From an optimization exercise on the open Yosys and OpenROAD flow, aimed at small area, a short achievable clock period and few clock cycles per item; shortcuts taken in it are not production practice.
Power figures rest on the tool's default switching activity, not on a simulated workload.

==> xenon: inputs <==
==> flow/design.v <==
module ram_sp_rsp #(
  parameter int AW    = 9,
  parameter int DW    = 8,
  parameter int DEPTH = 384,
  parameter int CW    = 16,
  parameter int RQ    = 5,     
  parameter int K     = 4,     
  parameter int NP    = 8      
) (
  input  logic          clk,
  input  logic          reset,
  input  logic          req_valid,
  output logic          req_ready,
  input  logic          req_we,
  input  logic          req_oe,
  input  logic [AW-1:0] req_addr,
  input  logic [DW-1:0] req_wdata,
  output logic          rsp_valid,
  input  logic          rsp_ready,
  output logic [DW-1:0] rsp_rdata,
  output logic          rsp_err,
  output logic [CW-1:0] wr_cnt,
  output logic [CW-1:0] rd_cnt
);
  localparam int KW  = 2;                     
  localparam int NR  = DEPTH / K;             
  localparam int RG  = (NR + 7) / 8;          
  localparam int CAP = RQ + 1;                
  localparam int OW  = $clog2(CAP + 1);
  localparam int PW  = $clog2(RQ);
  localparam int NW  = $clog2(NP + 1);
  logic          r_v;
  logic          r_we;
  logic          r_oe;
  logic          r_inr;
  logic [AW-1:0] r_addr;
  logic [DW-1:0] r_wdata;
  logic [NR-1:0] r_rs;          
  logic          r_s_el;        
  logic          r_h_v;
  logic [DW-1:0] r_h_d;
  logic          r_h_e;
  logic [DW-1:0] r_q_d [RQ];
  logic          r_q_e [RQ];
  logic [PW-1:0] r_q_wp;
  logic [PW-1:0] r_q_rp;
  logic [OW-1:0] r_q_n;
  logic          w_q_wr;
  logic          r_rdy;
  logic [OW-1:0] r_out;         
  logic [CW-1:0] r_wr_cnt;
  logic [CW-1:0] r_rd_cnt;
  logic          w_acc;
  logic          w_inr;
  logic          w_acc_wr;
  logic          w_acc_rd;
  logic          w_pop;
  logic          w_s_wr;
  logic          w_s_rd;
  logic [KW-1:0] r_ph;
  logic [KW-1:0] w_el_nx;       
  logic [KW-1:0] w_el_nx2;      
  logic [DW-1:0] r_ring [NR][K];
  logic          r_c_v;
  logic [DW-1:0] r_c_d;
  logic [RG-1:0] r_c_rh;        
  logic [7:0]    r_c_rl;
  logic          r_c_from_s;    
  logic [NP-1:0] r_c_sel;       
  logic          r_s_hit;       
  logic [NP-1:0] r_p_v;
  logic [NP-1:0] r_p_v2;
  logic [AW-1:0] r_p_a [NP];
  logic [DW-1:0] r_p_d [NP];
  logic [NP-1:0] r_p_hit;       
  logic [NP-1:0] r_p_elq;       
  assign w_inr     = {1'b0, req_addr} < (AW + 1)'(DEPTH);
  assign req_ready = r_rdy && !reset;
  assign w_acc     = req_valid && req_ready;
  assign w_acc_wr  = w_acc && req_we && w_inr;
  assign w_acc_rd  = w_acc && !req_we && req_oe;
  assign w_pop     = r_h_v && rsp_ready;
  assign w_s_wr    = r_v && r_we && r_inr;
  assign w_s_rd    = r_v && !r_we && r_oe;
  assign w_el_nx   = ~(r_ph + 2'd1);
  assign w_el_nx2  = ~(r_ph + 2'd2);
  logic [NP-1:0] w_p_v;
  logic [AW-1:0] w_p_a_nx [NP];   
  assign w_p_v = r_p_v & r_p_v2;
  always_comb begin
    for (int i = 0; i < NP; i++) begin
      w_p_a_nx[i] = w_p_v[i] ? r_p_a[i] : r_addr;
    end
  end
  always_ff @(posedge clk) begin
    r_v     <= w_acc;
    r_we    <= req_we;
    r_oe    <= req_oe;
    r_inr   <= w_inr;
    r_addr  <= req_addr;
    r_wdata <= req_wdata;
    for (int i = 0; i < NR; i++) r_rs[i] <= req_addr[AW-1:KW] == (AW - KW)'(i);
    r_s_el  <= req_addr[KW-1:0] == w_el_nx2;
    r_s_hit <= req_addr == r_addr;
    for (int i = 0; i < NP; i++) begin
      r_p_hit[i] <= req_addr == w_p_a_nx[i];
      r_p_elq[i] <= w_p_a_nx[i][KW-1:0] == w_el_nx2;
    end
  end
  always_ff @(posedge clk) begin
    r_ph <= r_ph + 1'b1;
  end
  for (genvar gr = 0; gr < NR; gr++) begin : g_ring
    always_ff @(posedge clk) begin
      r_ring[gr][0] <= (r_c_rh[gr / 8] && r_c_rl[gr % 8]) ? r_c_d : r_ring[gr][K-1];
      for (int p = 1; p < K; p++) begin
        r_ring[gr][p] <= r_ring[gr][p-1];
      end
    end
  end
  logic [NP-1:0] w_m;           
  logic [NP-1:0] w_el;          
  logic [NP-1:0] w_sel;         
  logic [NP-1:0] w_free_sel;    
  logic          w_any_el;
  logic          w_m_sel;
  logic          w_alloc;
  logic [AW-1:0] w_sel_a;
  logic [DW-1:0] w_sel_d;
  assign w_m  = w_p_v & r_p_hit;
  assign w_el = w_p_v & r_p_elq;
  always_comb begin
    w_sel      = '0;
    w_free_sel = '0;
    w_sel_a    = '0;
    w_sel_d    = '0;
    for (int i = NP - 1; i >= 0; i--) begin
      if (w_el[i])   w_sel      = NP'(1) << i;
      if (!w_p_v[i]) w_free_sel = NP'(1) << i;
    end
    for (int i = 0; i < NP; i++) begin
      w_sel_a = w_sel_a | (r_p_a[i] & {AW{w_sel[i]}});
      w_sel_d = w_sel_d | (r_p_d[i] & {DW{w_sel[i]}});
    end
  end
  assign w_any_el = |w_el;
  assign w_m_sel  = |(w_m & w_sel);
  assign w_alloc  = w_s_wr && !(|w_m) && (w_any_el || !r_s_el);
  always_ff @(posedge clk) begin
    r_c_sel    <= w_sel;
    r_c_from_s <= !w_any_el;
    if (w_any_el) begin
      r_c_v <= 1'b1;
      r_c_d <= (w_s_wr && w_m_sel) ? r_wdata : w_sel_d;
      for (int i = 0; i < RG; i++) r_c_rh[i] <= w_sel_a[AW-1:KW+3] == (AW - KW - 3)'(i);
      for (int i = 0; i < 8; i++)  r_c_rl[i] <= w_sel_a[KW+2:KW] == 3'(i);
    end else begin
      r_c_v <= w_s_wr && r_s_el;
      r_c_d <= r_wdata;
      for (int i = 0; i < RG; i++) r_c_rh[i] <= w_s_wr && r_s_el &&
                                                r_addr[AW-1:KW+3] == (AW - KW - 3)'(i);
      for (int i = 0; i < 8; i++)  r_c_rl[i] <= r_addr[KW+2:KW] == 3'(i);
    end
  end
  for (genvar gi = 0; gi < NP; gi++) begin : g_pool
    always_ff @(posedge clk) begin
      if (w_sel[gi]) begin
        r_p_v[gi]  <= 1'b0;
        r_p_v2[gi] <= 1'b0;
      end else if (w_alloc && w_free_sel[gi]) begin
        r_p_v[gi]  <= 1'b1;
        r_p_v2[gi] <= 1'b1;
      end
      if (!w_p_v[gi]) begin
        r_p_a[gi] <= r_addr;
      end
      if (!w_p_v[gi] || (w_s_wr && w_m[gi])) begin
        r_p_d[gi] <= r_wdata;
      end
    end
  end
  logic [DW-1:0] w_col [2*K];    
  logic          w_c_hit;
  logic          w_fwd;
  logic [DW-1:0] w_fwd_d;
  assign w_c_hit = r_c_v && (r_c_from_s ? r_s_hit : |(r_c_sel & r_p_hit));
  assign w_fwd   = w_c_hit || (|w_m);
  always_comb begin
    for (int p = 0; p < K; p++) begin
      for (int h = 0; h < 2; h++) begin
        w_col[2*p+h] = '0;
        for (int r = h * NR / 2; r < (h + 1) * NR / 2; r++) begin
          w_col[2*p+h] = w_col[2*p+h] | (r_ring[r][p] & {DW{r_rs[r]}});
        end
      end
    end
    w_fwd_d = r_c_d & {DW{w_c_hit}};
    for (int i = 0; i < NP; i++) begin
      w_fwd_d = w_fwd_d | (r_p_d[i] & {DW{w_m[i]}});
    end
  end
  logic          r_r_v;
  logic          r_r_inr;
  logic [K-1:0]  r_r_pos;       
  logic [DW-1:0] r_r_fwd_d;     
  logic [DW-1:0] r_r_col [2*K];
  logic          w_push;
  logic [DW-1:0] w_s_d;
  always_ff @(posedge clk) begin
    r_r_v     <= w_s_rd && !reset;
    r_r_inr   <= r_inr;
    for (int p = 0; p < K; p++) r_r_pos[p] <= r_addr[KW-1:0] + r_ph == KW'(p) && !w_fwd && r_inr;
    r_r_fwd_d <= (w_fwd && r_inr) ? w_fwd_d : '0;
    for (int p = 0; p < 2 * K; p++) r_r_col[p] <= w_col[p];
  end
  always_comb begin
    w_s_d = r_r_fwd_d;
    for (int p = 0; p < K; p++) begin
      w_s_d = w_s_d | ((r_r_col[2*p] | r_r_col[2*p+1]) & {DW{r_r_pos[p]}});
    end
  end
  assign w_push = r_r_v && !reset;
  logic [NP-1:0] w_srt;
  logic          w_p_ok0;       
  logic          w_p_ok1;       
  logic          w_p_ok;
  logic          w_o_ok;
  always_comb begin
    w_srt = w_p_v;
    for (int k = 0; k < NP; k++) begin
      for (int i = k % 2; i + 1 < NP; i += 2) begin
        {w_srt[i + 1], w_srt[i]} = {w_srt[i + 1] | w_srt[i], w_srt[i + 1] & w_srt[i]};
      end
    end
  end
  always_comb begin
    case ({w_s_wr, w_any_el})
      2'b10:   begin w_p_ok0 = !w_srt[1]; w_p_ok1 = !w_srt[2]; end
      2'b01:   begin w_p_ok0 = 1'b1;      w_p_ok1 = !w_srt[0]; end
      default: begin w_p_ok0 = !w_srt[0]; w_p_ok1 = !w_srt[1]; end
    endcase
  end
  assign w_p_ok = w_acc_wr ? w_p_ok1 : w_p_ok0;
  assign w_o_ok = (w_acc_rd && !w_pop) ? (r_out < OW'(CAP - 1)) :
                  (!w_acc_rd && w_pop) ? 1'b1 : (r_out < OW'(CAP));
  always_ff @(posedge clk) begin
    if (reset) begin
      r_rdy    <= 1'b1;
      r_out    <= '0;
      r_wr_cnt <= '0;
      r_rd_cnt <= '0;
    end else begin
      r_rdy    <= w_o_ok && w_p_ok;
      r_out    <= r_out + OW'(w_acc_rd) - OW'(w_pop);
      if (w_acc_wr) r_wr_cnt <= r_wr_cnt + 1'b1;
      if (w_acc_rd) r_rd_cnt <= r_rd_cnt + 1'b1;
    end
  end
  assign w_q_wr = w_push && ((r_h_v && !w_pop) || r_q_n != '0);
  always_ff @(posedge clk) begin
    if (reset) begin
      r_h_v  <= 1'b0;
      r_h_d  <= '0;
      r_h_e  <= 1'b0;
      r_q_wp <= '0;
      r_q_rp <= '0;
      r_q_n  <= '0;
    end else begin
      if (!r_h_v || w_pop) begin
        if (r_q_n != '0) begin
          r_h_v  <= 1'b1;
          r_h_d  <= r_q_d[r_q_rp];
          r_h_e  <= r_q_e[r_q_rp];
          r_q_rp <= (r_q_rp == PW'(RQ - 1)) ? '0 : r_q_rp + 1'b1;
          if (!w_push) r_q_n <= r_q_n - 1'b1;
        end else begin
          r_h_v <= w_push;
          r_h_d <= w_push ? w_s_d : '0;
          r_h_e <= w_push && !r_r_inr;
        end
      end else if (w_push) begin
        r_q_n <= r_q_n + 1'b1;
      end
      if (w_q_wr) begin
        r_q_wp <= (r_q_wp == PW'(RQ - 1)) ? '0 : r_q_wp + 1'b1;
      end
    end
  end
  for (genvar gi = 0; gi < RQ; gi++) begin : g_q
    always_ff @(posedge clk) begin
      if (w_q_wr && r_q_wp == PW'(gi)) begin
        r_q_d[gi] <= w_s_d;
        r_q_e[gi] <= !r_r_inr;
      end
    end
  end
  assign rsp_valid = r_h_v;
  assign rsp_rdata = r_h_d;
  assign rsp_err   = r_h_e;
  assign wr_cnt    = r_wr_cnt;
  assign rd_cnt    = r_rd_cnt;
endmodule
==> flow/run.sh <==
#!/bin/bash
# synth_recipe.tcl (not shown) runs the flow's synth.tcl, then flattens the netlist and writes it again
# the make line also repeats each setting of config.mk as NAME=value (left out here)
make -C /OpenROAD-flow-scripts/flow DESIGN_CONFIG=/design/flow/config.mk WORK_HOME=/design/flow/orfs CLKGATE_MAP_FILE= SYNTH_SCRIPT=/design/flow/synth_recipe.tcl finish
==> flow/config.mk <==
export PLATFORM = sky130hd
export DESIGN_NAME = ram_sp_rsp
export DESIGN_NICKNAME = ram_sp_rsp
export VERILOG_FILES = /design/flow/design.v
export SDC_FILE = /design/flow/constraint.sdc
export NUM_CORES = 4
export LEC_CHECK = 0
export ABC_CLOCK_PERIOD_IN_PS = 2500
export CAP_MARGIN = 20
export CORE_MARGIN = 2
export CORE_UTILIZATION = 35
export CTS_BUF_LIST = sky130_fd_sc_hd__clkbuf_16
export CTS_CLUSTER_DIAMETER = 80
export CTS_CLUSTER_SIZE = 24
export SETUP_SLACK_MARGIN = 2.65
export SLEW_MARGIN = 20
==> flow/constraint.sdc <==
create_clock -name core_clock -period 5.0 [get_ports {clk}]
set_input_delay 1.0000 -clock core_clock [delete_from_list [all_inputs] [get_ports {clk}]]
set_output_delay 1.0000 -clock core_clock [all_outputs]
set_load 0.01 [all_outputs]
==> cedar: changes against xenon <==
--- a/flow/design.v
+++ b/flow/design.v
@@ -36,5 +36,6 @@
   logic [AW-1:0] r_addr;
   logic [DW-1:0] r_wdata;
-  logic [NR-1:0] r_rs;          
+  logic [RG-1:0] r_rh;          
+  logic [7:0]    r_rl;
   logic          r_s_el;        
   logic          r_h_v;
@@ -100,5 +101,6 @@
     r_addr  <= req_addr;
     r_wdata <= req_wdata;
-    for (int i = 0; i < NR; i++) r_rs[i] <= req_addr[AW-1:KW] == (AW - KW)'(i);
+    for (int i = 0; i < RG; i++) r_rh[i] <= req_addr[AW-1:KW+3] == (AW - KW - 3)'(i);
+    for (int i = 0; i < 8; i++)  r_rl[i] <= req_addr[KW+2:KW] == 3'(i);
     r_s_el  <= req_addr[KW-1:0] == w_el_nx2;
     r_s_hit <= req_addr == r_addr;
@@ -148,17 +150,21 @@
   assign w_alloc  = w_s_wr && !(|w_m) && (w_any_el || !r_s_el);
   always_ff @(posedge clk) begin
-    r_c_sel    <= w_sel;
-    r_c_from_s <= !w_any_el;
     if (w_any_el) begin
-      r_c_v <= 1'b1;
-      r_c_d <= (w_s_wr && w_m_sel) ? r_wdata : w_sel_d;
+      r_c_v      <= 1'b1;
+      r_c_d      <= (w_s_wr && w_m_sel) ? r_wdata : w_sel_d;
       for (int i = 0; i < RG; i++) r_c_rh[i] <= w_sel_a[AW-1:KW+3] == (AW - KW - 3)'(i);
       for (int i = 0; i < 8; i++)  r_c_rl[i] <= w_sel_a[KW+2:KW] == 3'(i);
+      r_c_from_s <= 1'b0;
+      r_c_sel    <= w_sel;
+    end else if (w_s_wr && r_s_el) begin
+      r_c_v      <= 1'b1;
+      r_c_d      <= r_wdata;
+      r_c_rh     <= r_rh;
+      r_c_rl     <= r_rl;
+      r_c_from_s <= 1'b1;
+      r_c_sel    <= '0;
     end else begin
-      r_c_v <= w_s_wr && r_s_el;
-      r_c_d <= r_wdata;
-      for (int i = 0; i < RG; i++) r_c_rh[i] <= w_s_wr && r_s_el &&
-                                                r_addr[AW-1:KW+3] == (AW - KW - 3)'(i);
-      for (int i = 0; i < 8; i++)  r_c_rl[i] <= r_addr[KW+2:KW] == 3'(i);
+      r_c_v      <= 1'b0;
+      r_c_rh     <= '0;
     end
   end
@@ -180,5 +186,6 @@
     end
   end
-  logic [DW-1:0] w_col [2*K];    
+  logic [DW-1:0] w_col [K];
+  logic [NR-1:0] w_rsel;
   logic          w_c_hit;
   logic          w_fwd;
@@ -187,10 +194,11 @@
   assign w_fwd   = w_c_hit || (|w_m);
   always_comb begin
+    for (int r = 0; r < NR; r++) begin
+      w_rsel[r] = r_rh[r / 8] && r_rl[r % 8];
+    end
     for (int p = 0; p < K; p++) begin
-      for (int h = 0; h < 2; h++) begin
-        w_col[2*p+h] = '0;
-        for (int r = h * NR / 2; r < (h + 1) * NR / 2; r++) begin
-          w_col[2*p+h] = w_col[2*p+h] | (r_ring[r][p] & {DW{r_rs[r]}});
-        end
+      w_col[p] = '0;
+      for (int r = 0; r < NR; r++) begin
+        w_col[p] = w_col[p] | (r_ring[r][p] & {DW{w_rsel[r]}});
       end
     end
@@ -204,5 +212,5 @@
   logic [K-1:0]  r_r_pos;       
   logic [DW-1:0] r_r_fwd_d;     
-  logic [DW-1:0] r_r_col [2*K];
+  logic [DW-1:0] r_r_col [K];
   logic          w_push;
   logic [DW-1:0] w_s_d;
@@ -212,10 +220,10 @@
     for (int p = 0; p < K; p++) r_r_pos[p] <= r_addr[KW-1:0] + r_ph == KW'(p) && !w_fwd && r_inr;
     r_r_fwd_d <= (w_fwd && r_inr) ? w_fwd_d : '0;
-    for (int p = 0; p < 2 * K; p++) r_r_col[p] <= w_col[p];
+    for (int p = 0; p < K; p++) r_r_col[p] <= w_col[p];
   end
   always_comb begin
     w_s_d = r_r_fwd_d;
     for (int p = 0; p < K; p++) begin
-      w_s_d = w_s_d | ((r_r_col[2*p] | r_r_col[2*p+1]) & {DW{r_r_pos[p]}});
+      w_s_d = w_s_d | (r_r_col[p] & {DW{r_r_pos[p]}});
     end
   end
Settings changed: SETUP_SLACK_MARGIN 2.65 to 2.5.
==> summary.txt <==
Synthesis:
- Summing every instance area after synthesis gives 0.105 mm2.
- The fraction of the yosys area taken by sequential cells is 68.8%.
- The number of nets handed over by synthesis was 7906.
- After Yosys synthesis, full adders, half adders and majority gates account for 0.285% of the synthesized area.
- The top cell type by area accounts for 65.7% of the synthesized area.

Finish:
- In the final layout, the multi-input gates occupy 0.0312 mm2.
- The largest registers in the layout are r_ring (3072), r_rs (96), r_p_a (72).

CTS:
- The tree built by TritonCTS fans out to 3569 sinks.

Worst hold path:
- The destination of the worst hold path is r_ring[109][2]$_DFF_P_.

Outcome:
- The flow ran to the end and the layout has no timing, DRC or antenna violations.

STA:
- The least setup slack across all paths after layout is 2.13 ns.

Power and ir drop:
- The clock network accounts for 28.1% of the total power.
The numbers above come from xenon.

==> summary.txt <==
Finish:
- The area of the multi-input gates is 0.0337 mm2.

Outcome:
- The run finished with no timing, DRC or antenna violations.

CTS:
- The total number of clock tree sinks is 3461.

Synthesis:
- Synthesis produced a netlist with a net count of 8330.
- The adder-cell area share of the yosys netlist is 0.284%.
- Of the post-synthesis cell area, the dominant cell type holds 63.1%.

Worst hold path:
- The destination of the worst hold path is r_ring[229][6]$_DFF_P_.

Setup path:
- In this run the worst setup path begins at r_rh[4]$_DFF_P_.
- The reg-to-reg endpoint is r_r_col[2][3]$_DFF_P_.
The numbers above come from cedar.

No functional check of the RTL was part of any run of this note.

## afterwards: timing with drivers on the ports
The flow's constraints put no driver on any port. The routed layouts listed below were extracted and timed again, unchanged, in two steps. Step 1 sets driving cells, clkbuf_16 on the clock port and buf_2 on the other inputs (assumed; they add their load-dependent delay and slew). Step 2 moves the port delays by t, midway between the first and last clock arrival at a register: inputs arrive t later, outputs are due t later. That takes back most of the time a late clock gives input paths. a / b / c = ideal ports / drivers / drivers and shift; a / b = the first two.
run | t, ns | setup WS [ns] | clock arrival spread, ns | worst slew at a driven data input, ns | cell pins on the clock port's net
xenon | 0.979 | 2.132 / 2.032 / 1.710 | 0.068 / 0.068 | 0.21 | 1
cedar | 1.006 | 2.110 / 2.110 / 1.724 | 0.109 / 0.108 | 0.07 | 1
After both steps every run listed still meets setup and hold. The setup slack of xenon, which loses most, moves by -0.100 ns with the drivers and by -0.422 ns with both steps.
